This is an optimization exercise on Yosys and OpenROAD, whose aim is small area, not a production implementation.
The RTL was checked by simulation tests, not by an equivalence proof against the original design.
No driver is modelled on the clock port, so clocking that relies on it looks cheaper here than on a real chip.
No activity file was given, so power comes from the tool's default toggle rates.

==> design/flow/design.v <==
package screen_pkg;
	typedef logic [8-1:0] coord_x_t;
	typedef logic [7-1:0] coord_y_t;
	typedef logic [3-1:0] colour_t;
	typedef struct packed {
		coord_x_t x;
		coord_y_t y;
		colour_t colour;
	} pixel_t;
endpackage
package game_pkg;
	typedef logic [$clog2(5)-1:0] lane_t;
	typedef logic [$clog2(10)-1:0] slot_index_t;
	typedef enum logic [1:0] {
		heading_down,
		heading_left,
		heading_up,
		heading_right
	} heading_t;
	typedef struct packed {
		logic occupied;
		heading_t heading;
		logic [8-1:0] x;
		logic [7-1:0] y;
	} block_t;
	typedef enum logic [2:0] {
		state_idle,  
		state_armed,  
		state_capture,
		state_load,
		state_draw,
		state_hold,
		state_erase,
		state_step
	} game_state_t;
endpackage
module block_game_top (
	input logic clock,
	input logic reset,
	input logic go,
	input logic [1:0] heading,
	output logic plot,
	output logic [17:0] pixel  
);
	localparam logic [2:0] Q0 = 3'b001;
	localparam logic [2:0] Q1 = 3'b011;
	localparam logic [2:0] Q3 = 3'b110;
	localparam logic [2:0] Q4 = 3'b100;
	localparam logic [2:0] QIDLE = 3'b000;  
	function automatic logic [2:0] q_inc(logic [2:0] q);
		q_inc = {q[1], q[0], ~(q[2] & q[1])};
	endfunction
	function automatic logic [2:0] q_rev(logic [2:0] q);
		q_rev = {q[0], q[1], q[2]};
	endfunction
	function automatic logic [2:0] q_index(logic [2:0] q);
		case (q)
			3'b001: q_index = 3'd0;
			3'b011: q_index = 3'd1;
			3'b111: q_index = 3'd2;
			3'b110: q_index = 3'd3;
			default: q_index = 3'd4;
		endcase
	endfunction
	function automatic logic [2:0] q_code(logic [2:0] i);
		case (i)
			3'd0: q_code = 3'b001;
			3'd1: q_code = 3'b011;
			3'd2: q_code = 3'b111;
			3'd3: q_code = 3'b110;
			default: q_code = 3'b100;
		endcase
	endfunction
	function automatic logic [2:0] mod5(logic [3:0] v);
		mod5 = 3'(v % 4'd5);
	endfunction
	function automatic logic [2:0] q_dec(logic [2:0] q);
		q_dec = {~(q[1] & q[0]), q[2], q[1]};
	endfunction
	function automatic logic [2:0] block_lane(logic first, logic [2:0] w, logic [2:0] t);
		if (first)
		begin
			if (t == Q3 || t == Q4)
				block_lane = q_inc(w);
			else if (t == Q1 && w == Q4)
				block_lane = Q4;
			else
				block_lane = q_dec(w);
		end
		else
			block_lane = (w == Q1) ? Q0 : w;
	endfunction
	function automatic logic [7:0] lane_x(logic [2:0] q);
		case (q)
			3'b001: lane_x = 8'd27;
			3'b011: lane_x = 8'd48;
			3'b111: lane_x = 8'd69;
			3'b110: lane_x = 8'd90;
			default: lane_x = 8'd111;
		endcase
	endfunction
	function automatic logic [6:0] lane_y(logic [2:0] q);
		case (q)
			3'b001: lane_y = 7'd7;
			3'b011: lane_y = 7'd28;
			3'b111: lane_y = 7'd49;
			3'b110: lane_y = 7'd70;
			default: lane_y = 7'd91;
		endcase
	endfunction
	logic ph;  
	logic [4:0] col;
	logic [4:0] row;  
	logic sh;
	logic [2:0] sl;  
	logic busy;  
	logic nh;
	logic [2:0] nl;  
	logic sat;  
	logic steady;  
	logic [4:0][1:0] headings;  
	logic [2:0] count;  
	logic pre;
	logic [2:0] si;
	logic [2:0] ni;
	logic gt;
	logic live;
	logic [2:0] p;
	logic [1:0] e;
	logic [2:0] lane;
	logic [2:0] mv;
	logic [2:0] xl;
	logic [2:0] yl;
	assign pre = nh && nl == Q4 && !sat;
	assign si = q_index(sl);
	assign ni = q_index(nl);
	assign gt = si > ni;
	assign live = sat ? !(nh ^ sh ^ gt) : (!sh && !gt);
	assign p = q_code(mod5({1'b0, ni} + 4'd5 - {1'b0, si}));  
	assign e = headings[q_index(p)];
	assign lane = block_lane(!steady && !sh, count, sl);
	assign mv = e[0] ? q_rev(p) : p;
	assign xl = e[1] ? mv : lane;
	assign yl = e[1] ? lane : mv;
	logic row_end;
	logic slot_done;
	logic gap_end;
	logic capture;
	assign row_end = col[4] && col[1] && col[0];
	assign slot_done = !live || (row_end && row[4] && row[1] && row[0]);
	assign gap_end = ph ? col[2] : (row[1] && row[0] && col[2] && col[0]);
	assign capture = !busy && ph && col[1] && !col[0];
	assign busy = (sl != QIDLE);
	always_ff @(posedge clock)
	begin
		if (!reset)
			ph <= 1'b0;
		else if (pre && !ph)
			ph <= go;
		else if (!busy && gap_end)
			ph <= !ph;
	end
	always_ff @(posedge clock)
	begin
		if (!reset || (pre && (!ph || (go && !col[1]))))
		begin
			col <= 5'd1;
			row <= 5'd0;
			sl <= QIDLE;
		end
		else if (busy ? slot_done : gap_end)
		begin
			col <= '0;
			row <= '0;
			if (!busy)
			begin
				sh <= 1'b0;
				sl <= Q0;
			end
			else if (sl == Q4)
			begin
				sh <= 1'b1;
				sl <= sh ? QIDLE : Q0;
			end
			else
				sl <= q_inc(sl);
		end
		else if (row_end)
		begin
			col <= '0;
			row <= row + 1'b1;
		end
		else
			col <= col + 1'b1;
	end
	always_ff @(posedge clock)
	begin
		if (!reset)
		begin
			count <= Q0;
			nh <= 1'b1;
			nl <= Q4;
			sat <= 1'b0;
			steady <= 1'b0;
		end
		else
		begin
			if (pre)
				count <= q_inc(count);
			else if (busy && slot_done)
				count <= (!steady && !sh) ? q_dec(q_dec(count)) : q_inc(count);
			if (capture)
			begin
				nh <= nh ^ (nl == Q4);
				nl <= q_inc(nl);
				if (!nh && nl == Q3)
					sat <= 1'b1;
				if (sat && nh && nl == Q4)
					steady <= 1'b1;
			end
		end
	end
	always_ff @(posedge clock)
	begin
		if (capture)
			headings <= {headings[3:0], heading[0], heading[0] ^ heading[1]};
	end
	assign plot = busy && live;
	assign pixel[17:10] = lane_x(xl) + {3'd0, col};
	assign pixel[9:3] = lane_y(yl) + {2'd0, row};
	assign pixel[2:0] = ph ? 3'd0 : 3'd4;
endmodule
==> design/flow/flow/run.sh <==
#!/bin/bash
# Layout flow: the standard flow (standard.sh) with these changes:
#  - synthesis is the standard flow's script with ORFS's synth.tcl changed in one place: combinational logic
#    is mapped with the area-oriented ABC script flow/area.abc (30 s of deepsyn, then area
#    mapping), and ORFS's full/half-adder
#    extraction is skipped (ADDER_MAP_FILE empty), so ABC sees all of the logic. Registers are
#    mapped before ABC exactly as in the standard synthesis.
#  - ports are buffered with buf_1.
#  - the clock tree is built by flow/clock_tree.tcl, run as ORFS's PRE_CTS_TCL hook: the clock
#    port drives one clkbuf_1, which drives four clkbuf_4, each driving a quarter of the
#    registers. TritonCTS is then given only the clock port's net (-clk_nets clock), which now
#    has a single sink, so it adds nothing; the rest of ORFS's CTS step (legalisation, timing
#    repair) runs as usual.
# Each tool's output is in the ORFS logs under orfs/logs; make's own output is in flow.log.
set -euo pipefail
W=$(pwd)
export CLOCK_ROOT_BUF=sky130_fd_sc_hd__clkbuf_1 CLOCK_BUF=sky130_fd_sc_hd__clkbuf_4 CLOCK_GROUPS=4
sed -e "s#^source \$::env(SCRIPTS_DIR)/synth.tcl#source $W/area_synth.tcl#" synth_recipe.tcl > area_synth_recipe.tcl
grep -q "area_synth.tcl" area_synth_recipe.tcl
sed -e "s#^source \$::env(SCRIPTS_DIR)/synth_preamble.tcl#&\nset abc_args [list -script $W/flow/area.abc {*}\$lib_args {*}\$lib_dont_use_args]#" "$FLOW_HOME/scripts/synth.tcl" > area_synth.tcl
grep -q "area.abc" area_synth.tcl
bash standard.sh SYNTH_SCRIPT=$W/area_synth_recipe.tcl ADDER_MAP_FILE= "BUFFER_PORTS_ARGS=-buffer_cell sky130_fd_sc_hd__buf_1" \
  PRE_CTS_TCL=$W/flow/clock_tree.tcl "CTS_ARGS=-clk_nets clock" finish > flow.log 2>&1
==> design/flow/flow/area.abc <==
strash; &get -n; &deepsyn -T 30; &put; dch -f; amap; topo
==> design/flow/flow/clock_tree.tcl <==
# Clock tree, built before ORFS's CTS step runs (PRE_CTS_TCL) instead of by TritonCTS: the clock port drives one root buffer
# (CLOCK_ROOT_BUF), which drives CLOCK_GROUPS leaf buffers (CLOCK_BUF); each leaf drives the
# register clock pins of one group. The registers are split into groups of equal size by
# position (sorted by x, or by y when the registers spread more in y), and each leaf sits at
# its group's centroid; detailed placement legalises the new buffers afterwards.
set block [ord::get_db_block]
set db [ord::get_db]
set leaf_master [$db findMaster $::env(CLOCK_BUF)]
set root_master [$db findMaster $::env(CLOCK_ROOT_BUF)]
set k $::env(CLOCK_GROUPS)
set clknet [$block findNet clock]
set sinks {}
set xs {}; set ys {}
foreach it [$clknet getITerms] {
  set loc [[$it getInst] getLocation]
  lappend sinks [list [lindex $loc 0] [lindex $loc 1] $it]
  lappend xs [lindex $loc 0]; lappend ys [lindex $loc 1]
}
set xs [lsort -integer $xs]; set ys [lsort -integer $ys]
set axis 0
if {[lindex $ys end] - [lindex $ys 0] > [lindex $xs end] - [lindex $xs 0]} { set axis 1 }
set sinks [lsort -integer -index $axis $sinks]
set n [llength $sinks]
set rootnet [odb::dbNet_create $block clock_root]
$rootnet setSigType CLOCK
set rx 0; set ry 0
for {set g 0} {$g < $k} {incr g} {
  set lo [expr {($g * $n) / $k}]
  set hi [expr {(($g + 1) * $n) / $k - 1}]
  set net [odb::dbNet_create $block clock_leaf_$g]
  $net setSigType CLOCK
  set sx 0; set sy 0; set m 0
  foreach s [lrange $sinks $lo $hi] {
    set it [lindex $s 2]
    $it disconnect
    $it connect $net
    set sx [expr {$sx + [lindex $s 0]}]; set sy [expr {$sy + [lindex $s 1]}]; incr m
  }
  set inst [odb::dbInst_create $block $leaf_master clkbuf_leaf_$g]
  [$inst findITerm A] connect $rootnet
  [$inst findITerm X] connect $net
  $inst setLocation [expr {$sx / $m}] [expr {$sy / $m}]
  $inst setPlacementStatus PLACED
  set rx [expr {$rx + $sx / $m}]; set ry [expr {$ry + $sy / $m}]
  puts "clock leaf buffer clkbuf_leaf_$g drives $m register clock pins"
}
set root [odb::dbInst_create $block $root_master clkbuf_root]
[$root findITerm A] connect $clknet
[$root findITerm X] connect $rootnet
$root setLocation [expr {$rx / $k}] [expr {$ry / $k}]
$root setPlacementStatus PLACED
set_propagated_clock [all_clocks]
==> design/flow/standard.sh <==
#!/bin/bash
# synth_recipe.tcl (not shown) runs the flow's synth.tcl, then flattens the netlist and writes it again
# the make line also repeats each setting of config.mk as NAME=value (left out here)
make -C /OpenROAD-flow-scripts/flow DESIGN_CONFIG=/design/flow/config.mk WORK_HOME=/design/flow/orfs CLKGATE_MAP_FILE= SYNTH_SCRIPT=/design/flow/synth_recipe.tcl "${@:-finish}"
==> design/flow/config.mk <==
export PLATFORM = sky130hd
export DESIGN_NAME = block_game_top
export DESIGN_NICKNAME = block_game_top
export VERILOG_FILES = /design/flow/design.v
export SDC_FILE = /design/flow/constraint.sdc
export NUM_CORES = 4
export LEC_CHECK = 0
export ABC_AREA = 1
export CAP_MARGIN = 20
export CORE_AREA = 2 2 58 58
export DIE_AREA = 0 0 60 60
export SLEW_MARGIN = 20
==> design/flow/constraint.sdc <==
create_clock -name core_clock -period 10.0 [get_ports {clock}]
set_input_delay 2.0000 -clock core_clock [delete_from_list [all_inputs] [get_ports {clock}]]
set_output_delay 2.0000 -clock core_clock [all_outputs]
set_load 0.01 [all_outputs]
==> results of run 1 <==
## state kept, by name, indices dropped and copies added (netlist names), 3 cells and up
signal and cells:
nl 3, headings 10, col 5, row 5, sl 3, count 3
## layer usage
metal | track usage | up-vias
met5 | 0 | -
met4 | 0.0381 | 0
met3 | 0.0108 | 8
met2 | 0.370 | 39
met1 | 0.338 | 824
li1 | - | 1024
## cells in the mapped netlist, types with 2 or more instances
cell type,instances
a211oi_1,7
a21oi_1,18
a221oi_1,6
a22oi_1,9
buf_4,2
clkinv_1,46
dfxtp_1,23
edfxtp_1,11
nand2_1,23
nor2_1,57
nor3_1,6
o21a_1,9
o21ai_0,31
o221ai_1,3
o22a_1,4
o22ai_1,10
## worst max-delay path, delay by kind of cell, from the launching register on
kind            cells  cell delay, ps
flops               1             400
buf+inv             6             870
compound gates     13            2910
simple gates       14            2000
## worst max-delay path by stage
stage	start	endpoint	slack, ps	cells after the start
after global routing	sl[2]	pixel[16]	730	33
after global placement	sl[2]	pixel[16]	2270	32
after floorplan	sl[2]	pixel[16]	2980	31
after detailed placement	sl[2]	pixel[16]	2010	33
final	sl[2]	pixel[16]	1440	33
after CTS	sl[2]	pixel[16]	1530	33
## cell usage in the layout (no fill, tap or decap), drive strengths merged
| cell | Yosys | final |
|---|---|---|
| edfxtp | 11 | 11 |
| conb | 1 | 2 |
| clkinv | 46 | 46 |
| dfxtp | 23 | 23 |
| nor4 | 1 | 1 |
| a211oi | 7 | 7 |
| o221ai | 3 | 3 |
| clkbuf | 0 | 5 |
| a22oi | 9 | 9 |
| or3 | 1 | 1 |
| a221oi | 6 | 6 |
| buf | 2 | 22 |
| and2 | 1 | 1 |
| o22ai | 10 | 10 |
| o21a | 9 | 9 |
| o211ai | 1 | 1 |
| nand2 | 23 | 23 |
| o22a | 4 | 4 |
| nand3 | 1 | 1 |
| nor3 | 6 | 6 |
| a31oi | 1 | 1 |
| a21oi | 18 | 18 |
| nor2 | 57 | 57 |
| o21ai | 31 | 31 |
| xnor2 | 1 | 1 |
## logic make-up after synthesis
family	count (synthesis)
other	1
AND/OR/NAND/NOR	90
buffers and inverters	48
flip-flops	34
XOR/XNOR	1
AO/OA/AOI/OAI	99
## stage by stage
stage	total power [mW]	util	setup WS, ps	area [um2]	hold WS [ps]
after floorplan	0.171	-	2980	1970	400
after global placement	0.178	0.695	2270	2100	424
after detailed placement	0.178	0.695	2010	2100	409
after CTS	0.238	0.706	1530	2140	447
after global routing	0.247	0.706	734	2140	450
final	0.237	0.706	1440	2140	440
## where the power goes
part	leakage [nW]	internal [mW]	switching, mW
registers	0.286	0.143	0.00144
clock network	0.0196	0.0201	0.0421
logic	0.388	0.0108	0.0195
total	0.693	0.174	0.0631
## area by class of cell
| type | count | area share |
|---|---|---|
| sequential | 34 | 0.370 |
| inverter | 46 | 0.0807 |
| buffer | 5 | 0.0158 |
| multi-input combinational | 192 | 0.468 |
| tap | 44 | 0.0257 |
| timing repair buffer | 22 | 0.0404 |
==> reports/qor.json, run 1 <==
{
  "dpl.cell_count": {"value": 338},
  "whs_endpoint": {"value": "headings[6]"},
  "min-delay-path-class": {"value": "reg -> reg"},
  "chipHeight": {"value": 60, "unit": "um"},
  "drtAntennaViolNets": {"value": 0},
  "detail_route.wirelength.met1": {"value": 2.08, "unit": "mm"},
  "synth_simple_gate_area_share": {"value": 0.180},
  "yosys.area_share.xor_xnor": {"value": 0.00445},
  "highest_layer": {"value": "met4"},
  "synthDominantCellAreaShare": {"value": 0.234},
  "worst_slew_margin_rel": {"value": 0.561},
  "antenna-diode-count": {"value": 0},
  "syn_area": {"value": 0.00197, "unit": "mm2"},
  "detailed_placement_hpwl": {"value": 3.21, "unit": "mm"},
  "layoutNonFillerInstCount": {"value": 343},
  "drv.max_cap_violation_count": {"value": 0},
  "dr_total_vias": {"value": 1895},
  "globalRoute.totalOverflow": {"value": 0},
  "seqCellArea": {"value": 791, "unit": "um2"},
  "synth_enable_flop_cells": {"value": 11},
  "grt_max_degree": {"value": 16},
  "yosysUniqueCellTypes": {"value": 24},
  "critPathSlowestCell": {"value": "dfxtp_1"},
  "cellPowerDensity": {"value": 111, "unit": "mW/mm2"},
  "postRouteWirelength": {"value": 4.10, "unit": "mm"},
  "clock_insertion_delay_worst_skew": {"value": 440, "unit": "ps"},
  "critical_path_data_arrival_time": {"value": 6560, "unit": "ps"},
  "timing.critical_path.slowest_cell_delay": {"value": 400, "unit": "ps"},
  "unrepaired_setup_endpoints_after_global_routing": {"value": "no"},
  "min_from": {"value": "headings[4]"},
  "final_layout_size_suffix_gt1_frac": {"value": 0.0201},
  "avgRoutedWirePerCell": {"value": 12.0, "unit": "um"},
  "pin_count": {"value": 24},
  "synthAdderAreaFrac": {"value": 0},
  "maxSlewViolCount": {"value": 0},
  "yosys_register_bits": {"value": 34},
  "criticalPathCategory": {"value": "reg -> out"},
  "multi_input_comb_area": {"value": 1000, "unit": "um2"},
  "critical_path.most_common_cell": {"value": "nor2_1"},
  "area_growth_syn_to_layout": {"value": 8.65, "unit": "%"},
  "timing.setup.tns": {"value": 0, "unit": "ps"},
  "reg2regPathDepth": {"value": 14},
  "met2_wirelength": {"value": 1.80, "unit": "mm"},
  "flop2flop_setup_slack": {"value": 5990, "unit": "ps"},
  "setup.worst_path.end_class": {"value": "primary output"},
  "timing.critical_path.required": {"value": 8000, "unit": "ps"},
  "worstPathMaxFanout": {"value": 6},
  "cts-hold-fix-buffers": {"value": 0},
  "clk_pin_slew": {"value": 100, "unit": "ps"},
  "largest_cells_by_area_after_synthesis": {"value": "dfxtp_1 23%, edfxtp_1 17%, nor2_1 11%"},
  "finalWorstPathRequiredPeriod": {"value": 8560, "unit": "ps"},
  "synth.avg_cell_area": {"value": 7.21, "unit": "um2"},
  "finish.net_count": {"value": 306},
  "fillerInstances": {"value": 286},
  "placementRows": {"value": 20},
  "design.core.area": {"value": 0.00303, "unit": "mm2"},
  "fmax": {"value": 117, "unit": "MHz"},
  "outcome": {"value": "complete, no violations"},
  "layout_worst_path_cycle_share": {"value": 0.856},
  "worstReg2RegEnd": {"value": "sh"},
  "synth_largest_area_cell": {"value": "dfxtp_1"},
  "worstHoldPathCells": {"value": 0},
  "clock-skew-final": {"value": 19.3, "unit": "ps"},
  "met3_wirelength": {"value": 147, "unit": "um"},
  "ys_seq_area_frac": {"value": 0.402},
  "die_area": {"value": 0.00360, "unit": "mm2"},
  "setup-violations-final": {"value": 0},
  "cts_post_setup_buffers_inserted": {"value": 0},
  "muxShareOfSynthArea": {"value": 0},
  "post_synth_inst_count": {"value": 273},
  "grt_pass1_wl": {"value": 6.42, "unit": "mm"},
  "ys_warn_count": {"value": 1},
  "ys_async_sr_fraction": {"value": 0},
  "io_buffers": {"value": 21},
  "antenna_found_initial": {"value": 0},
  "drt_first_pass_iters": {"value": 4},
  "floorplan.initialDensity": {"value": 0.650},
  "detailedRoute.firstIterationViolations": {"value": 107},
  "synth-main-ff-cell": {"value": "dfxtp_1"},
  "cp-start-kind": {"value": "flop"},
  "synth_top_family_by_area": {"value": "compound AO/OA/AOI/OAI gates"},
  "tightestPinTransition": {"value": 652, "unit": "ps"},
  "cellLeakagePower": {"value": 0.693, "unit": "nW"},
  "hold_violations": {"value": 0},
  "r2r_start": {"value": "sl[2]"},
  "post_cts_repair_resize_count": {"value": 0},
  "route.detailed.vias_per_inst": {"value": 5.52},
  "grtUsageTotal": {"value": 0.227},
  "synth-compound-area-share": {"value": 0.317},
  "chipWidth": {"value": 60, "unit": "um"},
  "vias_in_the_first_global_route": {"value": 1528},
  "vdd_ir_drop_max": {"value": 0.0718, "unit": "mV"},
  "gp_congestion": {"value": 0.834},
  "detail_route.drc_violations": {"value": 0}
}
==> run 2, diff against run 1 <==
--- a/design/flow/design.v
+++ b/design/flow/design.v
@@ -44,12 +44,12 @@
 );
-	localparam logic [2:0] Q0 = 3'b001;
-	localparam logic [2:0] Q1 = 3'b011;
-	localparam logic [2:0] Q3 = 3'b110;
-	localparam logic [2:0] Q4 = 3'b100;
-	localparam logic [2:0] QIDLE = 3'b000;  
+	localparam logic [2:0] Q0 = 3'b000;
+	localparam logic [2:0] Q1 = 3'b001;
+	localparam logic [2:0] Q3 = 3'b011;
+	localparam logic [2:0] Q4 = 3'b110;
+	localparam logic [2:0] QIDLE = 3'b111;  
 	function automatic logic [2:0] q_inc(logic [2:0] q);
-		q_inc = {q[1], q[0], ~(q[2] & q[1])};
+		q_inc = q_code(mod5({1'b0, q_index(q)} + 4'd1));
 	endfunction
 	function automatic logic [2:0] q_rev(logic [2:0] q);
-		q_rev = {q[0], q[1], q[2]};
+		q_rev = q_code(3'd4 - q_index(q));
 	endfunction
@@ -57,6 +57,6 @@
 		case (q)
-			3'b001: q_index = 3'd0;
-			3'b011: q_index = 3'd1;
-			3'b111: q_index = 3'd2;
-			3'b110: q_index = 3'd3;
+			3'b000: q_index = 3'd0;
+			3'b001: q_index = 3'd1;
+			3'b010: q_index = 3'd2;
+			3'b011: q_index = 3'd3;
 			default: q_index = 3'd4;
@@ -66,7 +66,7 @@
 		case (i)
-			3'd0: q_code = 3'b001;
-			3'd1: q_code = 3'b011;
-			3'd2: q_code = 3'b111;
-			3'd3: q_code = 3'b110;
-			default: q_code = 3'b100;
+			3'd0: q_code = 3'b000;
+			3'd1: q_code = 3'b001;
+			3'd2: q_code = 3'b010;
+			3'd3: q_code = 3'b011;
+			default: q_code = 3'b110;
 		endcase
@@ -77,3 +77,3 @@
 	function automatic logic [2:0] q_dec(logic [2:0] q);
-		q_dec = {~(q[1] & q[0]), q[2], q[1]};
+		q_dec = q_code(mod5({1'b0, q_index(q)} + 4'd4));
 	endfunction
@@ -94,6 +94,6 @@
 		case (q)
-			3'b001: lane_x = 8'd27;
-			3'b011: lane_x = 8'd48;
-			3'b111: lane_x = 8'd69;
-			3'b110: lane_x = 8'd90;
+			3'b000: lane_x = 8'd27;
+			3'b001: lane_x = 8'd48;
+			3'b010: lane_x = 8'd69;
+			3'b011: lane_x = 8'd90;
 			default: lane_x = 8'd111;
@@ -103,6 +103,6 @@
 		case (q)
-			3'b001: lane_y = 7'd7;
-			3'b011: lane_y = 7'd28;
-			3'b111: lane_y = 7'd49;
-			3'b110: lane_y = 7'd70;
+			3'b000: lane_y = 7'd7;
+			3'b001: lane_y = 7'd28;
+			3'b010: lane_y = 7'd49;
+			3'b011: lane_y = 7'd70;
 			default: lane_y = 7'd91;
--- a/design/flow/config.mk
+++ b/design/flow/config.mk
@@ -8,5 +8,5 @@
 export ABC_AREA = 1
-export CAP_MARGIN = 20
+export CAP_MARGIN = 0
 export CORE_AREA = 2 2 58 58
 export DIE_AREA = 0 0 60 60
-export SLEW_MARGIN = 20
+export SLEW_MARGIN = 0
==> run 2 against run 1 <==
  * Sequential cell count did not move
  * Via count rose by 0.53%
  * Sequential share of layout area rose by 0.22 points
  * Largest cell class unchanged
  * Sequential power barely moved
  * First-iteration DRC count fell by 52%
  * Die area did not move
  * Routed wire length barely moved
  * Clock skew fell by 7.0 ps
==> reports/qor.json, run 2 <==
{
  "timing.critical_path.slowest_cell_delay": {"value": 420, "unit": "ps", "change": "was 400 ps"},
  "count_leader_synth": {"value": "nor2_1", "change": "unchanged"},
  "drt_first_pass_iters": {"value": 4, "change": "unchanged"},
  "ys_seq_area_frac": {"value": 0.404, "change": "was 0.402"},
  "critical_path_data_arrival_time": {"value": 5980, "unit": "ps", "change": "was 6560 ps"},
  "worst_slew_margin_rel": {"value": 0.545, "change": "was 0.561"},
  "min-delay-path-class": {"value": "reg -> reg", "change": "unchanged"},
  "vdd_ir_drop_max": {"value": 0.0784, "unit": "mV", "change": "was 0.0718 mV"},
  "syn_area": {"value": 0.00196, "unit": "mm2", "change": "was 0.00197 mm2"},
  "detail_route.drc_violations": {"value": 0, "change": "unchanged"},
  "fmax": {"value": 125, "unit": "MHz", "change": "was 117 MHz"},
  "design.core.area": {"value": 0.00303, "unit": "mm2", "change": "unchanged"},
  "unrepaired_setup_endpoints_after_global_routing": {"value": "no", "change": "unchanged"},
  "cts-hold-fix-buffers": {"value": 0, "change": "unchanged"},
  "globalRoute.totalOverflow": {"value": 0, "change": "unchanged"},
  "setup.worst_path.end_class": {"value": "primary output", "change": "unchanged"},
  "post_synth_inst_count": {"value": 275, "change": "was 273"},
  "clock_insertion_delay_worst_skew": {"value": 430, "unit": "ps", "change": "was 440 ps"},
  "timing.critical_path.required": {"value": 8000, "unit": "ps", "change": "about the same"},
  "detailed_placement_hpwl": {"value": 3.18, "unit": "mm", "change": "was 3.21 mm"},
  "layout_top_registers": {"value": "headings: 10 flops, col: 5 flops, row: 5 flops", "change": "unchanged"},
  "synth.cells.most_frequent": {"value": "62 x nor2_1, 43 x clkinv_1, 31 x o21ai_0", "change": "was 57 x nor2_1, 46 x clkinv_1, 31 x o21ai_0"},
  "fin_util": {"value": 0.702, "change": "was 0.706"},
  "vias_in_the_first_global_route": {"value": 1536, "change": "was 1,528"},
  "ys_async_sr_fraction": {"value": 0, "change": "unchanged"},
  "final_layout_size_suffix_gt1_frac": {"value": 0.0199, "change": "was 0.0201"},
  "pin_count": {"value": 24, "change": "unchanged"},
  "min_from": {"value": "headings[4]", "change": "unchanged"},
  "ys_warn_count": {"value": 1, "change": "unchanged"},
  "synth-compound-area-share": {"value": 0.288, "change": "was 0.317"},
  "layout_worst_path_cycle_share": {"value": 0.798, "change": "was 0.856"},
  "post_cts_repair_resize_count": {"value": 0, "change": "unchanged"},
  "synth_enable_flop_cells": {"value": 11, "change": "unchanged"},
  "synthAdderAreaFrac": {"value": 0, "change": "unchanged"},
  "cellPowerDensity": {"value": 114, "unit": "mW/mm2", "change": "was 111 mW/mm2"},
  "synth-main-ff-cell": {"value": "dfxtp_1", "change": "unchanged"},
  "avgRoutedWirePerCell": {"value": 11.9, "unit": "um", "change": "was 12.0 um"},
  "multi_input_comb_area": {"value": 998, "unit": "um2", "change": "was 1000 um2"},
  "r2r_start": {"value": "sl[1]", "change": "was sl[2]"},
  "grt_pass1_wl": {"value": 6.83, "unit": "mm", "change": "was 6.42 mm"},
  "route.detailed.vias_per_inst": {"value": 5.52, "change": "about the same"},
  "synth_largest_area_cell": {"value": "dfxtp_1", "change": "unchanged"},
  "synth_simple_gate_area_share": {"value": 0.216, "change": "was 0.180"},
  "die_area": {"value": 0.00360, "unit": "mm2", "change": "unchanged"},
  "clock-skew-final": {"value": 12.3, "unit": "ps", "change": "was 19.3 ps"},
  "maxSlewViolCount": {"value": 0, "change": "unchanged"},
  "setup-violations-final": {"value": 0, "change": "unchanged"},
  "synth_top_family_by_area": {"value": "compound AO/OA/AOI/OAI gates", "change": "unchanged"},
  "hold_violations": {"value": 0, "change": "unchanged"},
  "registers.top_by_ff_count": {"value": "headings", "change": "unchanged"},
  "largest_cells_by_area_after_synthesis": {"value": "dfxtp_1 24%, edfxtp_1 17%, nor2_1 12%", "change": "was dfxtp_1 23%, edfxtp_1 17%, nor2_1 11%"},
  "synthDominantCellAreaShare": {"value": 0.235, "change": "was 0.234"},
  "muxShareOfSynthArea": {"value": 0, "change": "unchanged"},
  "worst_setup_sp": {"value": "sl[1]", "change": "was sl[2]"},
  "grt_max_degree": {"value": 18, "change": "was 16"},
  "gp_congestion": {"value": 0.796, "change": "was 0.834"},
  "seqCellArea": {"value": 791, "unit": "um2", "change": "unchanged"},
  "io_buffers": {"value": 21, "change": "unchanged"},
  "cellLeakagePower": {"value": 0.700, "unit": "nW", "change": "was 0.693 nW"},
  "largest_register_ffs": {"value": 10, "change": "unchanged"},
  "timing.setup.tns": {"value": 0, "unit": "ps", "change": "unchanged"},
  "chipHeight": {"value": 60, "unit": "um", "change": "unchanged"},
  "drtAntennaViolNets": {"value": 0, "change": "unchanged"},
  "synth.avg_cell_area": {"value": 7.11, "unit": "um2", "change": "was 7.21 um2"},
  "outcome": {"value": "complete, no violations", "change": "unchanged"},
  "chipWidth": {"value": 60, "unit": "um", "change": "unchanged"},
  "yosys_register_bits": {"value": 34, "change": "unchanged"},
  "antenna_found_initial": {"value": 0, "change": "unchanged"},
  "tightestPinTransition": {"value": 675, "unit": "ps", "change": "was 652 ps"},
  "layout_common_cells": {"value": "62 x nor2_1, 43 x clkinv_1, 31 x o21ai_0, 23 x dfxtp_1", "change": "was 57 x nor2_1, 46 x clkinv_1, 31 x o21ai_0, 23 x nand2_1, 23 x dfxtp_1"},
  "yosys.area_share.xor_xnor": {"value": 0, "change": "was 0.00445"},
  "finalWorstPathRequiredPeriod": {"value": 7980, "unit": "ps", "change": "was 8560 ps"},
  "finish.net_count": {"value": 308, "change": "was 306"},
  "worstPathMaxFanout": {"value": 7, "change": "was 6"},
  "yosysUniqueCellTypes": {"value": 27, "change": "was 24"},
  "clk_pin_slew": {"value": 100, "unit": "ps", "change": "about the same"},
  "grtUsageTotal": {"value": 0.240, "change": "was 0.227"},
  "postRouteWirelength": {"value": 4.11, "unit": "mm", "change": "was 4.10 mm"},
  "fillerInstances": {"value": 274, "change": "was 286"},
  "floorplan.initialDensity": {"value": 0.646, "change": "was 0.650"},
  "detailedRoute.firstIterationViolations": {"value": 51, "change": "was 107"},
  "cts_post_setup_buffers_inserted": {"value": 0, "change": "unchanged"},
  "placementRows": {"value": 20, "change": "unchanged"},
  "antenna-diode-count": {"value": 0, "change": "unchanged"},
  "critPathSlowestCell": {"value": "a21oi_1", "change": "was dfxtp_1"},
  "layout.cells.most_common": {"value": "nor2_1", "change": "unchanged"},
  "cp-start-kind": {"value": "flop", "change": "unchanged"},
  "area_growth_syn_to_layout": {"value": 8.70, "unit": "%", "change": "was 8.65%"},
  "criticalPathCategory": {"value": "reg -> out", "change": "unchanged"},
  "dr_total_vias": {"value": 1905, "change": "was 1,895"},
  "drv.max_cap_violation_count": {"value": 0, "change": "unchanged"}
}
==> run 2: changes by cell type in the layout (fill, tap and decap cells not counted), sizes merged, moves of 3 or more <==
cell / delta
a22oi: -3
clkinv: -3
o22a: -4
a221oi: -5
o21a: -4
nor2: +5
nor3: +6
a21oi: +3
nand2: -5
==> run 2: kinds of logic (layout without fill, tap and decap cells) <==
kind of cell / count (synthesis) / count (layout)
simple gates: 102 / 102
compound gates: 93 / 93
buf+inv: 45 / 70
flops: 34 / 34
other cells: 1 / 2
==> run 2: final timing paths <==
path,cells after the start,to,slack (ps)
max reg2reg,12,sh,6920
max,30,pixel[16],2020
min reg2reg,0,headings[6],430
min,0,headings[6],430
==> run 2: cell type report <==
type	instances	share of cell area
buffer	5	0.0159
multi-input combinational	197	0.470
sequential	34	0.372
timing repair buffer	22	0.0406
tap	44	0.0259
inverter	43	0.0759
==> run 2: power by group <==
| group | switching [mW] | internal, mW |
|---|---|---|
| Combinational | 0.0231 | 0.0125 |
| Sequential | 0.00174 | 0.144 |
| Clock | 0.0419 | 0.0200 |
==> run 2: layer usage <==
layer | part of all wire | up-vias | GRT usage
met5 | 0 | - | 0
met4 | 0.014 | 0 | 0.0413
met3 | 0.031 | 6 | 0.0108
met2 | 0.43 | 42 | 0.370
met1 | 0.52 | 838 | 0.376
li1 | - | 1019 | -
==> run 2: per-stage QoR <==
stage	power (mW)	instance area [um2]	cells	worst slack [ps]	hold WS [ps]
4_1_cts	0.244	2130	345	2060	440
5_1_grt	0.254	2130	345	1040	453
3_3_place_gp	0.183	2090	340	2780	420
2_1_floorplan	0.175	1960	276	3430	400
6_report	0.243	2130	345	2020	433
3_5_place_dp	0.184	2090	340	2600	419
==> run 2: worst max-delay path: cells and delay by family (launching register included) <==
kind                   cells  cell delay (ps)
DFF                        1              320
buffers and inverters      6             1150
AOI/OAI and AO/OA         12             2540
and+or+nand+nor           12             1520
==> run 3, diff against run 2 <==
--- a/design/flow/config.mk
+++ b/design/flow/config.mk
@@ -8,5 +8,5 @@
 export ABC_AREA = 1
-export CAP_MARGIN = 0
+export CAP_MARGIN = 20
 export CORE_AREA = 2 2 58 58
 export DIE_AREA = 0 0 60 60
-export SLEW_MARGIN = 0
+export SLEW_MARGIN = 20
==> run 3 against run 2 <==
  * Power is the same
  * Die area did not move
  * Global-route usage did not move
  * Critical path depth unchanged
  * Still clean on timing, DRC and antenna
  * Largest power group unchanged
  * Via count unchanged
  * Routed wire length is the same
  * Synthesized cell count unchanged
==> reports/qor.json, run 3 <==
{
  "cellLeakagePower": {"value": 0.700, "unit": "nW", "change": "unchanged"},
  "outcome": {"value": "complete, no violations", "change": "unchanged"},
  "vias_in_the_first_global_route": {"value": 1536, "change": "unchanged"},
  "hold_violations": {"value": 0, "change": "unchanged"},
  "synth_simple_gate_area_share": {"value": 0.216, "change": "unchanged"},
  "detailedRoute.firstIterationViolations": {"value": 51, "change": "unchanged"},
  "clk_pin_slew": {"value": 100, "unit": "ps", "change": "about the same"},
  "fin_util": {"value": 0.702, "change": "unchanged"},
  "worstPathMaxFanout": {"value": 7, "change": "unchanged"},
  "timing.critical_path.slowest_cell_delay": {"value": 420, "unit": "ps", "change": "about the same"},
  "registers.top_by_ff_count": {"value": "headings", "change": "unchanged"},
  "io_buffers": {"value": 21, "change": "unchanged"},
  "clock_insertion_delay_worst_skew": {"value": 430, "unit": "ps", "change": "about the same"},
  "layoutNonFillerInstCount": {"value": 345, "change": "unchanged"},
  "route.detailed.vias_per_inst": {"value": 5.52, "change": "unchanged"},
  "unrepaired_setup_endpoints_after_global_routing": {"value": "no", "change": "unchanged"},
  "ys_seq_area_frac": {"value": 0.404, "change": "unchanged"},
  "dpl.cell_count": {"value": 340, "change": "unchanged"},
  "detailed_placement_hpwl": {"value": 3.18, "unit": "mm", "change": "unchanged"},
  "layout_worst_path_cycle_share": {"value": 0.798, "change": "unchanged"},
  "avgRoutedWirePerCell": {"value": 11.9, "unit": "um", "change": "unchanged"},
  "floorplan.initialDensity": {"value": 0.646, "change": "unchanged"},
  "grt_pass1_wl": {"value": 6.83, "unit": "mm", "change": "unchanged"},
  "synthDominantCellAreaShare": {"value": 0.235, "change": "unchanged"},
  "cts_post_setup_buffers_inserted": {"value": 0, "change": "unchanged"},
  "synthAdderAreaFrac": {"value": 0, "change": "unchanged"},
  "maxSlewViolCount": {"value": 0, "change": "unchanged"},
  "ys_warn_count": {"value": 1, "change": "unchanged"},
  "largest_cells_by_area_after_synthesis": {"value": "dfxtp_1 24%, edfxtp_1 17%, nor2_1 12%", "change": "unchanged"},
  "dr_total_vias": {"value": 1905, "change": "unchanged"},
  "synth_largest_area_cell": {"value": "dfxtp_1", "change": "unchanged"},
  "ys_async_sr_fraction": {"value": 0, "change": "unchanged"},
  "synth-compound-area-share": {"value": 0.288, "change": "unchanged"},
  "pin_count": {"value": 24, "change": "unchanged"},
  "grt_max_degree": {"value": 18, "change": "unchanged"},
  "synth.avg_cell_area": {"value": 7.11, "unit": "um2", "change": "unchanged"},
  "largest_register_ffs": {"value": 10, "change": "unchanged"},
  "clock-skew-final": {"value": 12.3, "unit": "ps", "change": "unchanged"},
  "synth.cells.most_frequent": {"value": "62 x nor2_1, 43 x clkinv_1, 31 x o21ai_0", "change": "unchanged"},
  "setup.worst_path.end_class": {"value": "primary output", "change": "unchanged"},
  "finish.net_count": {"value": 308, "change": "unchanged"},
  "multi_input_comb_area": {"value": 998, "unit": "um2", "change": "unchanged"},
  "worst_slew_margin_rel": {"value": 0.545, "change": "unchanged"},
  "cp-start-kind": {"value": "flop", "change": "unchanged"},
  "design.core.area": {"value": 0.00303, "unit": "mm2", "change": "unchanged"},
  "fmax": {"value": 125, "unit": "MHz", "change": "unchanged"},
  "gp_congestion": {"value": 0.796, "change": "unchanged"},
  "setup-violations-final": {"value": 0, "change": "unchanged"},
  "layout_top_registers": {"value": "headings: 10 flops, col: 5 flops, row: 5 flops", "change": "unchanged"},
  "globalRoute.totalOverflow": {"value": 0, "change": "unchanged"},
  "fillerInstances": {"value": 274, "change": "unchanged"},
  "yosysUniqueCellTypes": {"value": 27, "change": "unchanged"},
  "drv.max_cap_violation_count": {"value": 0, "change": "unchanged"},
  "cts-hold-fix-buffers": {"value": 0, "change": "unchanged"},
  "grtUsageTotal": {"value": 0.240, "change": "unchanged"},
  "drtAntennaViolNets": {"value": 0, "change": "unchanged"},
  "synth-main-ff-cell": {"value": "dfxtp_1", "change": "unchanged"},
  "layout.cells.most_common": {"value": "nor2_1", "change": "unchanged"},
  "criticalPathCategory": {"value": "reg -> out", "change": "unchanged"},
  "synth_enable_flop_cells": {"value": 11, "change": "unchanged"},
  "placementRows": {"value": 20, "change": "unchanged"},
  "timing.setup.tns": {"value": 0, "unit": "ps", "change": "unchanged"},
  "postRouteWirelength": {"value": 4.11, "unit": "mm", "change": "unchanged"},
  "synth_top_family_by_area": {"value": "compound AO/OA/AOI/OAI gates", "change": "unchanged"},
  "antenna_found_initial": {"value": 0, "change": "unchanged"},
  "die_area": {"value": 0.00360, "unit": "mm2", "change": "unchanged"},
  "seqCellArea": {"value": 791, "unit": "um2", "change": "unchanged"},
  "min-delay-path-class": {"value": "reg -> reg", "change": "unchanged"},
  "detail_route.drc_violations": {"value": 0, "change": "unchanged"},
  "count_leader_synth": {"value": "nor2_1", "change": "unchanged"},
  "drt_first_pass_iters": {"value": 4, "change": "unchanged"},
  "muxShareOfSynthArea": {"value": 0, "change": "unchanged"},
  "syn_area": {"value": 0.00196, "unit": "mm2", "change": "unchanged"},
  "critical_path_data_arrival_time": {"value": 5980, "unit": "ps", "change": "about the same"},
  "post_cts_repair_resize_count": {"value": 0, "change": "unchanged"},
  "chipHeight": {"value": 60, "unit": "um", "change": "unchanged"},
  "area_growth_syn_to_layout": {"value": 8.70, "unit": "%", "change": "unchanged"},
  "yosys_register_bits": {"value": 34, "change": "unchanged"},
  "finalWorstPathRequiredPeriod": {"value": 7980, "unit": "ps", "change": "unchanged"},
  "timing.critical_path.required": {"value": 8000, "unit": "ps", "change": "about the same"},
  "yosys.area_share.xor_xnor": {"value": 0, "change": "unchanged"},
  "timing.hold.ws": {"value": 433, "unit": "ps", "change": "unchanged"},
  "final_layout_size_suffix_gt1_frac": {"value": 0.0199, "change": "unchanged"},
  "critPathSlowestCell": {"value": "a21oi_1", "change": "unchanged"},
  "layout_common_cells": {"value": "62 x nor2_1, 43 x clkinv_1, 31 x o21ai_0, 23 x dfxtp_1", "change": "unchanged"},
  "vdd_ir_drop_max": {"value": 0.0784, "unit": "mV", "change": "unchanged"},
  "chipWidth": {"value": 60, "unit": "um", "change": "unchanged"},
  "antenna-diode-count": {"value": 0, "change": "unchanged"},
  "cellPowerDensity": {"value": 114, "unit": "mW/mm2", "change": "unchanged"},
  "post_synth_inst_count": {"value": 275, "change": "unchanged"},
  "tightestPinTransition": {"value": 675, "unit": "ps", "change": "unchanged"}
}
## run 3: cell counts in the layout (fill, tap and decap cells not counted)
No cell type changed its count.
## run 3: power breakdown
part,internal [mW],switching (mW)
Sequential,0.144,0.00174
Clock,0.0200,0.0419
Combinational,0.0125,0.0231
## run 3: cell families (layout without fill, tap and decap cells)
| logic type | after synthesis | count (layout) |
|---|---|---|
| other | 1 | 2 |
| AO/OA/AOI/OAI | 93 | 93 |
| AND/OR/NAND/NOR | 102 | 102 |
| buffers and inverters | 45 | 70 |
| flip-flops | 34 | 34 |
## run 3: final timing paths
check | from | endpoint | slack [ps] | depth (start not counted)
min | headings[4] | headings[6] | 430 | 0
max reg2reg | sl[1] | sh | 6920 | 12
max | sl[1] | pixel[16] | 2020 | 30
min reg2reg | headings[4] | headings[6] | 430 | 0
## run 3: final cells by class
type                    instances  share of cell area
flip-flops and latches         34               0.372
multi-input cells             197               0.470
plain buffers                   5              0.0159
well taps                      44              0.0259
inverters                      43              0.0759
repair buffers                 22              0.0406
## run 3: critical path: cells and delay by family (launching register included)
family	cells	cell delay, ps
compound gates	12	2540
buf+inv	6	1150
flops	1	320
simple gates	12	1520
## run 3: stage by stage
stage	total power [mW]	cell area (um2)	worst slack (ps)
after floorplan	0.175	1960	3430
after global placement	0.183	2090	2780
after detailed placement	0.184	2090	2600
after CTS	0.244	2130	2060
after global routing	0.254	2130	1040
final	0.243	2130	2020
## run 3: routing by layer
layer / global-route usage / share of wire / vias up
li1: - / - / 1019
met1: 0.376 / 0.52 / 838
met2: 0.370 / 0.43 / 42
met3: 0.0108 / 0.031 / 6
met4: 0.0413 / 0.014 / 0
met5: 0 / 0 / -
==> run 4, diff against run 3 <==
--- a/design/flow/flow/run.sh
+++ b/design/flow/flow/run.sh
@@ -4,12 +4,6 @@
 #    is mapped with the area-oriented ABC script flow/area.abc (30 s of deepsyn, then area
-#    mapping), and ORFS's full/half-adder
-#    extraction is skipped (ADDER_MAP_FILE empty), so ABC sees all of the logic. Registers are
-#    mapped before ABC exactly as in the standard synthesis.
+#    mapping), and ORFS's full/half-adder extraction is skipped (ADDER_MAP_FILE empty), so ABC
+#    sees all of the logic. Registers are mapped before ABC exactly as in the standard
+#    synthesis.
 #  - ports are buffered with buf_1.
-#  - the clock tree is built by flow/clock_tree.tcl, run as ORFS's PRE_CTS_TCL hook: the clock
-#    port drives one clkbuf_1, which drives four clkbuf_4, each driving a quarter of the
-#    registers. TritonCTS is then given only the clock port's net (-clk_nets clock), which now
-#    has a single sink, so it adds nothing; the rest of ORFS's CTS step (legalisation, timing
-#    repair) runs as usual.
-# Each tool's output is in the ORFS logs under orfs/logs; make's own output is in flow.log.
 set -euo pipefail
--- a/design/flow/config.mk
+++ b/design/flow/config.mk
@@ -11,2 +11,3 @@
 export DIE_AREA = 0 0 60 60
+export GPL_TIMING_DRIVEN = 0
 export SLEW_MARGIN = 20
==> run 4 against run 3 <==
  * Setup slack got worse by 140 ps
  * Global-route usage fell by 0.077 points
  * Cell count is 0.87% higher
  * Via count increased by 2.7%
  * Fmax decreased by 1.8%
  * Register-to-register slack about the same
  * Combinational power is 2% higher
  * Still clean on timing, DRC and antenna
==> reports/qor.json, run 4 <==
{
  "setup.worst_path.end_class": {"value": "primary output", "change": "unchanged"},
  "worst_slew_margin_rel": {"value": 0.549, "change": "was 0.545"},
  "highest_layer": {"value": "met4", "change": "unchanged"},
  "cellLeakagePower": {"value": 0.716, "unit": "nW", "change": "was 0.700 nW"},
  "detailedRoute.firstIterationViolations": {"value": 102, "change": "was 51"},
  "post_cts_repair_resize_count": {"value": 0, "change": "unchanged"},
  "grt_pass1_wl": {"value": 6.89, "unit": "mm", "change": "was 6.83 mm"},
  "dpl_worst_slack": {"value": 2480, "unit": "ps", "change": "was 2600 ps"},
  "largest_register_ffs": {"value": 10, "change": "unchanged"},
  "die_area": {"value": 0.00360, "unit": "mm2", "change": "unchanged"},
  "pin_count": {"value": 24, "change": "unchanged"},
  "drt_first_pass_iters": {"value": 4, "change": "unchanged"},
  "clock_insertion_delay_worst_skew": {"value": 430, "unit": "ps", "change": "about the same"},
  "critical_path.most_common_cell": {"value": "clkinv_1"},
  "gp_congestion": {"value": 0.791, "change": "was 0.796"},
  "count_leader_synth": {"value": "nor2_1", "change": "unchanged"},
  "final_layout_size_suffix_gt1_frac": {"value": 0.0296, "change": "was 0.0199"},
  "timing.critical_path.required": {"value": 8000, "unit": "ps", "change": "about the same"},
  "globalRoute.totalOverflow": {"value": 0, "change": "unchanged"},
  "ys_warn_count": {"value": 1, "change": "unchanged"},
  "clock-skew-final": {"value": 16.7, "unit": "ps", "change": "was 12.3 ps"},
  "layout_worst_path_cycle_share": {"value": 0.813, "change": "was 0.798"},
  "min-delay-path-class": {"value": "reg -> reg", "change": "unchanged"},
  "drtAntennaViolNets": {"value": 0, "change": "unchanged"},
  "reg2regPathDepth": {"value": 12, "change": "unchanged"},
  "setup-violations-final": {"value": 0, "change": "unchanged"},
  "cellPowerDensity": {"value": 113, "unit": "mW/mm2", "change": "was 114 mW/mm2"},
  "unrepaired_setup_endpoints_after_global_routing": {"value": "no", "change": "unchanged"},
  "grt_max_degree": {"value": 10, "change": "was 18"},
  "design.core.area": {"value": 0.00303, "unit": "mm2", "change": "unchanged"},
  "clk_pin_slew": {"value": 100, "unit": "ps", "change": "about the same"},
  "critPathSlowestCell": {"value": "a21oi_1", "change": "unchanged"},
  "largest_cells_by_area_after_synthesis": {"value": "dfxtp_1 24%, edfxtp_1 17%, nor2_1 12%", "change": "unchanged"},
  "drv.max_cap_violation_count": {"value": 0, "change": "unchanged"},
  "synth-main-ff-cell": {"value": "dfxtp_1", "change": "unchanged"},
  "cell_depth_of_the_worst_setup_path": {"value": 30, "change": "unchanged"},
  "cts-hold-fix-buffers": {"value": 0, "change": "unchanged"},
  "timing.hold.ws": {"value": 437, "unit": "ps", "change": "was 433 ps"},
  "vias_in_the_first_global_route": {"value": 1575, "change": "was 1,536"},
  "total_power": {"value": 0.243, "unit": "mW", "change": "about the same"},
  "met3_wirelength": {"value": 143, "unit": "um", "change": "was 126 um"},
  "vdd_ir_drop_max": {"value": 0.0693, "unit": "mV", "change": "was 0.0784 mV"},
  "worst_setup_sp": {"value": "sl[0]", "change": "was sl[1]"},
  "antenna_found_initial": {"value": 0, "change": "unchanged"},
  "placementRows": {"value": 20, "change": "unchanged"},
  "r2r_start": {"value": "sl[1]", "change": "unchanged"},
  "synth_enable_flop_cells": {"value": 11, "change": "unchanged"},
  "worstHoldPathCells": {"value": 0, "change": "unchanged"},
  "cts_post_setup_buffers_inserted": {"value": 0, "change": "unchanged"},
  "outcome": {"value": "complete, no violations", "change": "unchanged"},
  "chipWidth": {"value": 60, "unit": "um", "change": "unchanged"},
  "tightestPinTransition": {"value": 669, "unit": "ps", "change": "was 675 ps"},
  "grtUsageTotal": {"value": 0.239, "change": "was 0.240"},
  "synthDominantCellAreaShare": {"value": 0.235, "change": "unchanged"},
  "layout_top_registers": {"value": "headings: 10 flops, col: 5 flops, row: 5 flops", "change": "unchanged"},
  "hold_violations": {"value": 0, "change": "unchanged"},
  "met2_wirelength": {"value": 1.80, "unit": "mm", "change": "was 1.78 mm"},
  "detail_route.wirelength.met1": {"value": 2.05, "unit": "mm", "change": "was 2.14 mm"},
  "critical_path_data_arrival_time": {"value": 6130, "unit": "ps", "change": "was 5980 ps"},
  "post_synth_inst_count": {"value": 275, "change": "unchanged"},
  "chipHeight": {"value": 60, "unit": "um", "change": "unchanged"},
  "layout_common_cells": {"value": "62 x nor2_1, 43 x clkinv_1, 31 x o21ai_0, 23 x dfxtp_1", "change": "unchanged"},
  "detail_route.drc_violations": {"value": 0, "change": "unchanged"},
  "ys_async_sr_fraction": {"value": 0, "change": "unchanged"},
  "fmax": {"value": 123, "unit": "MHz", "change": "was 125 MHz"},
  "yosysUniqueCellTypes": {"value": 27, "change": "unchanged"},
  "dr_total_vias": {"value": 1957, "change": "was 1,905"},
  "fin_util": {"value": 0.709, "change": "was 0.702"},
  "route.detailed.vias_per_inst": {"value": 5.62, "change": "was 5.52"},
  "synth_largest_area_cell": {"value": "dfxtp_1", "change": "unchanged"},
  "finalWorstPathRequiredPeriod": {"value": 8130, "unit": "ps", "change": "was 7980 ps"},
  "avgRoutedWirePerCell": {"value": 11.7, "unit": "um", "change": "was 11.9 um"},
  "syn_area": {"value": 0.00196, "unit": "mm2", "change": "unchanged"},
  "timing.setup.tns": {"value": 0, "unit": "ps", "change": "unchanged"},
  "top_cell_family_by_delay_on_the_critical_path": {"value": "compound AO/OA/AOI/OAI gates", "change": "unchanged"},
  "yosys_register_bits": {"value": 34, "change": "unchanged"},
  "maxSlewViolCount": {"value": 0, "change": "unchanged"},
  "finish.net_count": {"value": 311, "change": "was 308"},
  "postRouteWirelength": {"value": 4.08, "unit": "mm", "change": "was 4.11 mm"},
  "antenna-diode-count": {"value": 0, "change": "unchanged"},
  "cp-start-kind": {"value": "flop", "change": "unchanged"},
  "detailed_placement_hpwl": {"value": 3.20, "unit": "mm", "change": "was 3.18 mm"},
  "path_buf_inv": {"value": 7, "change": "was 6"},
  "criticalPathCategory": {"value": "reg -> out", "change": "unchanged"},
  "synth.cells.most_frequent": {"value": "62 x nor2_1, 43 x clkinv_1, 31 x o21ai_0", "change": "unchanged"},
  "io_buffers": {"value": 21, "change": "unchanged"},
  "worstPathMaxFanout": {"value": 7, "change": "unchanged"},
  "timing.critical_path.slowest_cell_delay": {"value": 430, "unit": "ps", "change": "was 420 ps"},
  "final_setup_slack_of_the_worst_path": {"value": 1870, "unit": "ps", "change": "was 2020 ps"},
  "area_growth_syn_to_layout": {"value": 9.72, "unit": "%", "change": "was 8.70%"},
  "min_from": {"value": "headings[4]", "change": "unchanged"},
  "synth.avg_cell_area": {"value": 7.11, "unit": "um2", "change": "unchanged"},
  "floorplan.initialDensity": {"value": 0.646, "change": "unchanged"},
  "registers.top_by_ff_count": {"value": "headings", "change": "unchanged"},
  "layout.cells.most_common": {"value": "nor2_1", "change": "unchanged"},
  "ys_seq_area_frac": {"value": 0.404, "change": "unchanged"}
}
-- run 4: cell counts after synthesis --
Identical to the previous run, type by type.
-- run 4: kinds of logic (layout without fill, tap and decap cells) --
group / Yosys count / after routing / synth area share
AND/OR/NAND/NOR: 102 / 102 / 0.216
AO/OA/AOI/OAI: 93 / 93 / 0.288
buffers and inverters: 45 / 73 / 0.0902
flip-flops: 34 / 34 / 0.404
other: 1 / 2 / 0.00192
-- run 4: cell type report --
| class | count | area (um2) |
|---|---|---|
| plain buffers | 7 | 48.8 |
| fillers | 269 | 882 |
| inverters | 43 | 161 |
| multi-input cells | 197 | 998 |
| flip-flops and latches | 34 | 791 |
| well taps | 44 | 55.1 |
| repair buffers | 23 | 91.3 |
-- run 4: layer usage --
layer	GRT usage	vias up
met2	0.363	45
li1	-	1050
met4	0.0571	0
met3	0.00866	10
met5	0	-
met1	0.373	852
-- run 4: stage by stage --
stage	std cells	instance area, um2
after floorplan	276	1960
after global placement	341	2090
after detailed placement	343	2110
after CTS	348	2150
after global routing	348	2150
final	348	2150
-- run 4: where the power goes --
group	switching, mW	leakage (nW)	internal (mW)
clock network	0.0420	0.0196	0.0201
registers	0.00171	0.286	0.144
logic	0.0232	0.411	0.0130
-- run 4: worst paths after layout --
kind,to,slack (ps)
setup / recovery,pixel[16],1870
hold / removal,headings[6],440
setup reg to reg,sh,6920
hold reg to reg,headings[6],440
==> run 5, diff against run 4 <==
--- a/design/flow/config.mk
+++ b/design/flow/config.mk
@@ -11,3 +11,2 @@
 export DIE_AREA = 0 0 60 60
-export GPL_TIMING_DRIVEN = 0
 export SLEW_MARGIN = 20
==> run 5 against run 4 <==
  * Sequential cell count unchanged
  * Highest routed layer unchanged
  * Design area down 0.93%
  * Still clean on timing, DRC and antenna
  * Core utilization down 0.66 points
==> reports/qor.json, run 5 <==
{
  "synth-main-ff-cell": {"value": "dfxtp_1", "change": "unchanged"},
  "largest_register_ffs": {"value": 10, "change": "unchanged"},
  "syn_area": {"value": 0.00196, "unit": "mm2", "change": "unchanged"},
  "vias_in_the_first_global_route": {"value": 1536, "change": "was 1,575"},
  "chipWidth": {"value": 60, "unit": "um", "change": "unchanged"},
  "worstHoldPathCells": {"value": 0, "change": "unchanged"},
  "detailed_placement_hpwl": {"value": 3.18, "unit": "mm", "change": "was 3.20 mm"},
  "maxSlewViolCount": {"value": 0, "change": "unchanged"},
  "criticalPathCategory": {"value": "reg -> out", "change": "unchanged"},
  "count_leader_synth": {"value": "nor2_1", "change": "unchanged"},
  "grtUsageTotal": {"value": 0.240, "change": "was 0.239"},
  "vdd_ir_drop_max": {"value": 0.0784, "unit": "mV", "change": "was 0.0693 mV"},
  "layout_top_registers": {"value": "headings: 10 flops, col: 5 flops, row: 5 flops", "change": "unchanged"},
  "met3_wirelength": {"value": 126, "unit": "um", "change": "was 143 um"},
  "synth_largest_area_cell": {"value": "dfxtp_1", "change": "unchanged"},
  "drt_first_pass_iters": {"value": 4, "change": "unchanged"},
  "globalRoute.totalOverflow": {"value": 0, "change": "unchanged"},
  "critPathSlowestCell": {"value": "a21oi_1", "change": "unchanged"},
  "finish.instance_area": {"value": 0.00213, "unit": "mm2", "change": "was 0.00215 mm2"},
  "design.core.area": {"value": 0.00303, "unit": "mm2", "change": "unchanged"},
  "finish.net_count": {"value": 308, "change": "was 311"},
  "setup.worst_path.end_class": {"value": "primary output", "change": "unchanged"},
  "min-delay-path-class": {"value": "reg -> reg", "change": "unchanged"},
  "yosysUniqueCellTypes": {"value": 27, "change": "unchanged"},
  "post_cts_repair_resize_count": {"value": 0, "change": "unchanged"},
  "final_layout_size_suffix_gt1_frac": {"value": 0.0199, "change": "was 0.0296"},
  "ys_seq_area_frac": {"value": 0.404, "change": "unchanged"},
  "grt_pass1_wl": {"value": 6.83, "unit": "mm", "change": "was 6.89 mm"},
  "finalWorstPathRequiredPeriod": {"value": 7980, "unit": "ps", "change": "was 8130 ps"},
  "tightestPinTransition": {"value": 675, "unit": "ps", "change": "was 669 ps"},
  "timing.setup.tns": {"value": 0, "unit": "ps", "change": "unchanged"},
  "registers.top_by_ff_count": {"value": "headings", "change": "unchanged"},
  "postRouteWirelength": {"value": 4.11, "unit": "mm", "change": "was 4.08 mm"},
  "drv.max_cap_violation_count": {"value": 0, "change": "unchanged"},
  "synth.cells.most_frequent": {"value": "62 x nor2_1, 43 x clkinv_1, 31 x o21ai_0", "change": "unchanged"},
  "setup-violations-final": {"value": 0, "change": "unchanged"},
  "avgRoutedWirePerCell": {"value": 11.9, "unit": "um", "change": "was 11.7 um"},
  "route.detailed.vias_per_inst": {"value": 5.52, "change": "was 5.62"},
  "clock-skew-final": {"value": 12.3, "unit": "ps", "change": "was 16.7 ps"},
  "min_from": {"value": "headings[4]", "change": "unchanged"},
  "cts-hold-fix-buffers": {"value": 0, "change": "unchanged"},
  "synth.avg_cell_area": {"value": 7.11, "unit": "um2", "change": "unchanged"},
  "detail_route.wirelength.met1": {"value": 2.14, "unit": "mm", "change": "was 2.05 mm"},
  "whs_endpoint": {"value": "headings[6]", "change": "unchanged"},
  "outcome": {"value": "complete, no violations", "change": "unchanged"},
  "hold_violations": {"value": 0, "change": "unchanged"},
  "cellPowerDensity": {"value": 114, "unit": "mW/mm2", "change": "was 113 mW/mm2"},
  "detail_route.drc_violations": {"value": 0, "change": "unchanged"},
  "flop2flop_setup_slack": {"value": 6920, "unit": "ps", "change": "about the same"},
  "worstPathMaxFanout": {"value": 7, "change": "unchanged"},
  "largest_cells_by_area_after_synthesis": {"value": "dfxtp_1 24%, edfxtp_1 17%, nor2_1 12%", "change": "unchanged"},
  "synth_enable_flop_cells": {"value": 11, "change": "unchanged"},
  "worst_slew_margin_rel": {"value": 0.545, "change": "was 0.549"},
  "worstReg2RegEnd": {"value": "sh", "change": "unchanged"},
  "unrepaired_setup_endpoints_after_global_routing": {"value": "no", "change": "unchanged"},
  "timing.hold.ws": {"value": 433, "unit": "ps", "change": "was 437 ps"},
  "timing.critical_path.slowest_cell_delay": {"value": 420, "unit": "ps", "change": "was 430 ps"},
  "highest_layer": {"value": "met4", "change": "unchanged"},
  "antenna-diode-count": {"value": 0, "change": "unchanged"},
  "reg2regPathDepth": {"value": 12, "change": "unchanged"},
  "dr_total_vias": {"value": 1905, "change": "was 1,957"},
  "fmax": {"value": 125, "unit": "MHz", "change": "was 123 MHz"},
  "pin_count": {"value": 24, "change": "unchanged"},
  "layout_worst_path_cycle_share": {"value": 0.798, "change": "was 0.813"},
  "clk_pin_slew": {"value": 100, "unit": "ps", "change": "about the same"},
  "drtAntennaViolNets": {"value": 0, "change": "unchanged"},
  "yosys_register_bits": {"value": 34, "change": "unchanged"},
  "placementRows": {"value": 20, "change": "unchanged"},
  "post_synth_inst_count": {"value": 275, "change": "unchanged"},
  "antenna_found_initial": {"value": 0, "change": "unchanged"},
  "gp_congestion": {"value": 0.796, "change": "was 0.791"},
  "cts_post_setup_buffers_inserted": {"value": 0, "change": "unchanged"},
  "die_area": {"value": 0.00360, "unit": "mm2", "change": "unchanged"},
  "io_buffers": {"value": 21, "change": "unchanged"},
  "detailedRoute.firstIterationViolations": {"value": 51, "change": "was 102"},
  "layout.cells.most_common": {"value": "nor2_1", "change": "unchanged"},
  "placed_area": {"value": 0.00209, "unit": "mm2", "change": "was 0.00211 mm2"},
  "timing.critical_path.required": {"value": 8000, "unit": "ps", "change": "about the same"},
  "synthDominantCellAreaShare": {"value": 0.235, "change": "unchanged"},
  "critical_path_data_arrival_time": {"value": 5980, "unit": "ps", "change": "was 6130 ps"},
  "grt_max_degree": {"value": 18, "change": "was 10"},
  "met2_wirelength": {"value": 1.78, "unit": "mm", "change": "was 1.80 mm"},
  "layoutNonFillerInstCount": {"value": 345, "change": "was 348"},
  "chipHeight": {"value": 60, "unit": "um", "change": "unchanged"},
  "cp-start-kind": {"value": "flop", "change": "unchanged"},
  "dpl.cell_count": {"value": 340, "change": "was 343"},
  "clock_insertion_delay_worst_skew": {"value": 430, "unit": "ps", "change": "about the same"},
  "layout_common_cells": {"value": "62 x nor2_1, 43 x clkinv_1, 31 x o21ai_0, 23 x dfxtp_1", "change": "unchanged"},
  "cellLeakagePower": {"value": 0.700, "unit": "nW", "change": "was 0.716 nW"},
  "floorplan.initialDensity": {"value": 0.646, "change": "unchanged"},
  "r2r_start": {"value": "sl[1]", "change": "unchanged"},
  "area_growth_syn_to_layout": {"value": 8.70, "unit": "%", "change": "was 9.72%"},
  "ys_async_sr_fraction": {"value": 0, "change": "unchanged"},
  "ys_warn_count": {"value": 1, "change": "unchanged"}
}
run 5: cell counts after synthesis:
Identical to the previous run, type by type.
run 5: critical path, delay by kind of cell (launching register included):
family	cells	cell delay, ps
simple gates	12	1520
buf+inv	6	1150
flops	1	320
compound gates	12	2540
run 5: cells by family after synthesis:
kind of cell           after synthesis  synth area share
other                                1           0.00192
AO/OA/AOI/OAI                       93             0.288
buffers and inverters               45            0.0902
AND/OR/NAND/NOR                    102             0.216
flip-flops                          34             0.404
run 5: worst max path at each step:
| stage | startpoint | slack (ps) | to | cells past startpoint |
|---|---|---|---|---|
| after floorplan | sl[0] | 3430 | pixel[16] | 29 |
| after global routing | sl[0] | 1040 | pixel[16] | 30 |
| after global placement | sl[0] | 2780 | pixel[16] | 30 |
| final | sl[1] | 2020 | pixel[16] | 30 |
| after detailed placement | sl[0] | 2600 | pixel[16] | 30 |
| after CTS | sl[0] | 2060 | pixel[16] | 30 |
run 5: final cells by class:
| class | instances | area, um2 |
|---|---|---|
| plain buffers | 5 | 33.8 |
| multi-input cells | 197 | 998 |
| flip-flops and latches | 34 | 791 |
| well taps | 44 | 55.1 |
| repair buffers | 22 | 86.3 |
| fillers | 274 | 902 |
| inverters | 43 | 161 |
run 5: routing by layer:
| layer | global-route usage | vias to the layer above |
|---|---|---|
| met5 | 0 | - |
| met1 | 0.376 | 838 |
| met3 | 0.0108 | 6 |
| met2 | 0.370 | 42 |
| met4 | 0.0413 | 0 |
| li1 | - | 1019 |
run 5: per-stage QoR:
step	setup slack (ps)	utilization	power, mW
6_report	2020	0.702	0.243
4_1_cts	2060	0.702	0.244
3_3_place_gp	2780	0.691	0.183
5_1_grt	1040	0.702	0.254
2_1_floorplan	3430	-	0.175
3_5_place_dp	2600	0.691	0.184
run 5: where the power goes:
part	internal, mW	leakage (nW)	switching [mW]
Combinational	0.0125	0.394	0.0231
Sequential	0.144	0.286	0.00174
Clock	0.0200	0.0196	0.0419
Total	0.176	0.700	0.0667

## what the ideal ports hide
No port has a modelled driver above. Below, the same layouts with a new extraction and two added sets of constraints.
Step 1 sets driving cells, clkbuf_16 on the clock port and buf_2 on the other inputs (assumed; they add their load-dependent delay and slew).
Step 2 times the ports against the registers' clock, not the clock port: input delays grow and output delays shrink by t, the midpoint of the rising clock arrivals with the driver on.
a / b / c = no drivers / after step 1 / after step 2; a / b = the first two.
run | t (ns) | setup WS [ns] | worst setup path at the end | pins driven straight from the clock port
run 1 | 0.451 | 1.436 / 1.412 / 1.863 | register to output | 1
run 2 | 0.453 | 2.016 / 1.991 / 2.444 | register to output | 1
run 3 | 0.453 | 2.016 / 1.991 / 2.444 | register to output | 1
run 4 | 0.445 | 1.873 / 1.851 / 2.296 | register to output | 1
run 5 | 0.453 | 2.016 / 1.991 / 2.444 | register to output | 1
After both steps setup and hold are still met in every run listed.
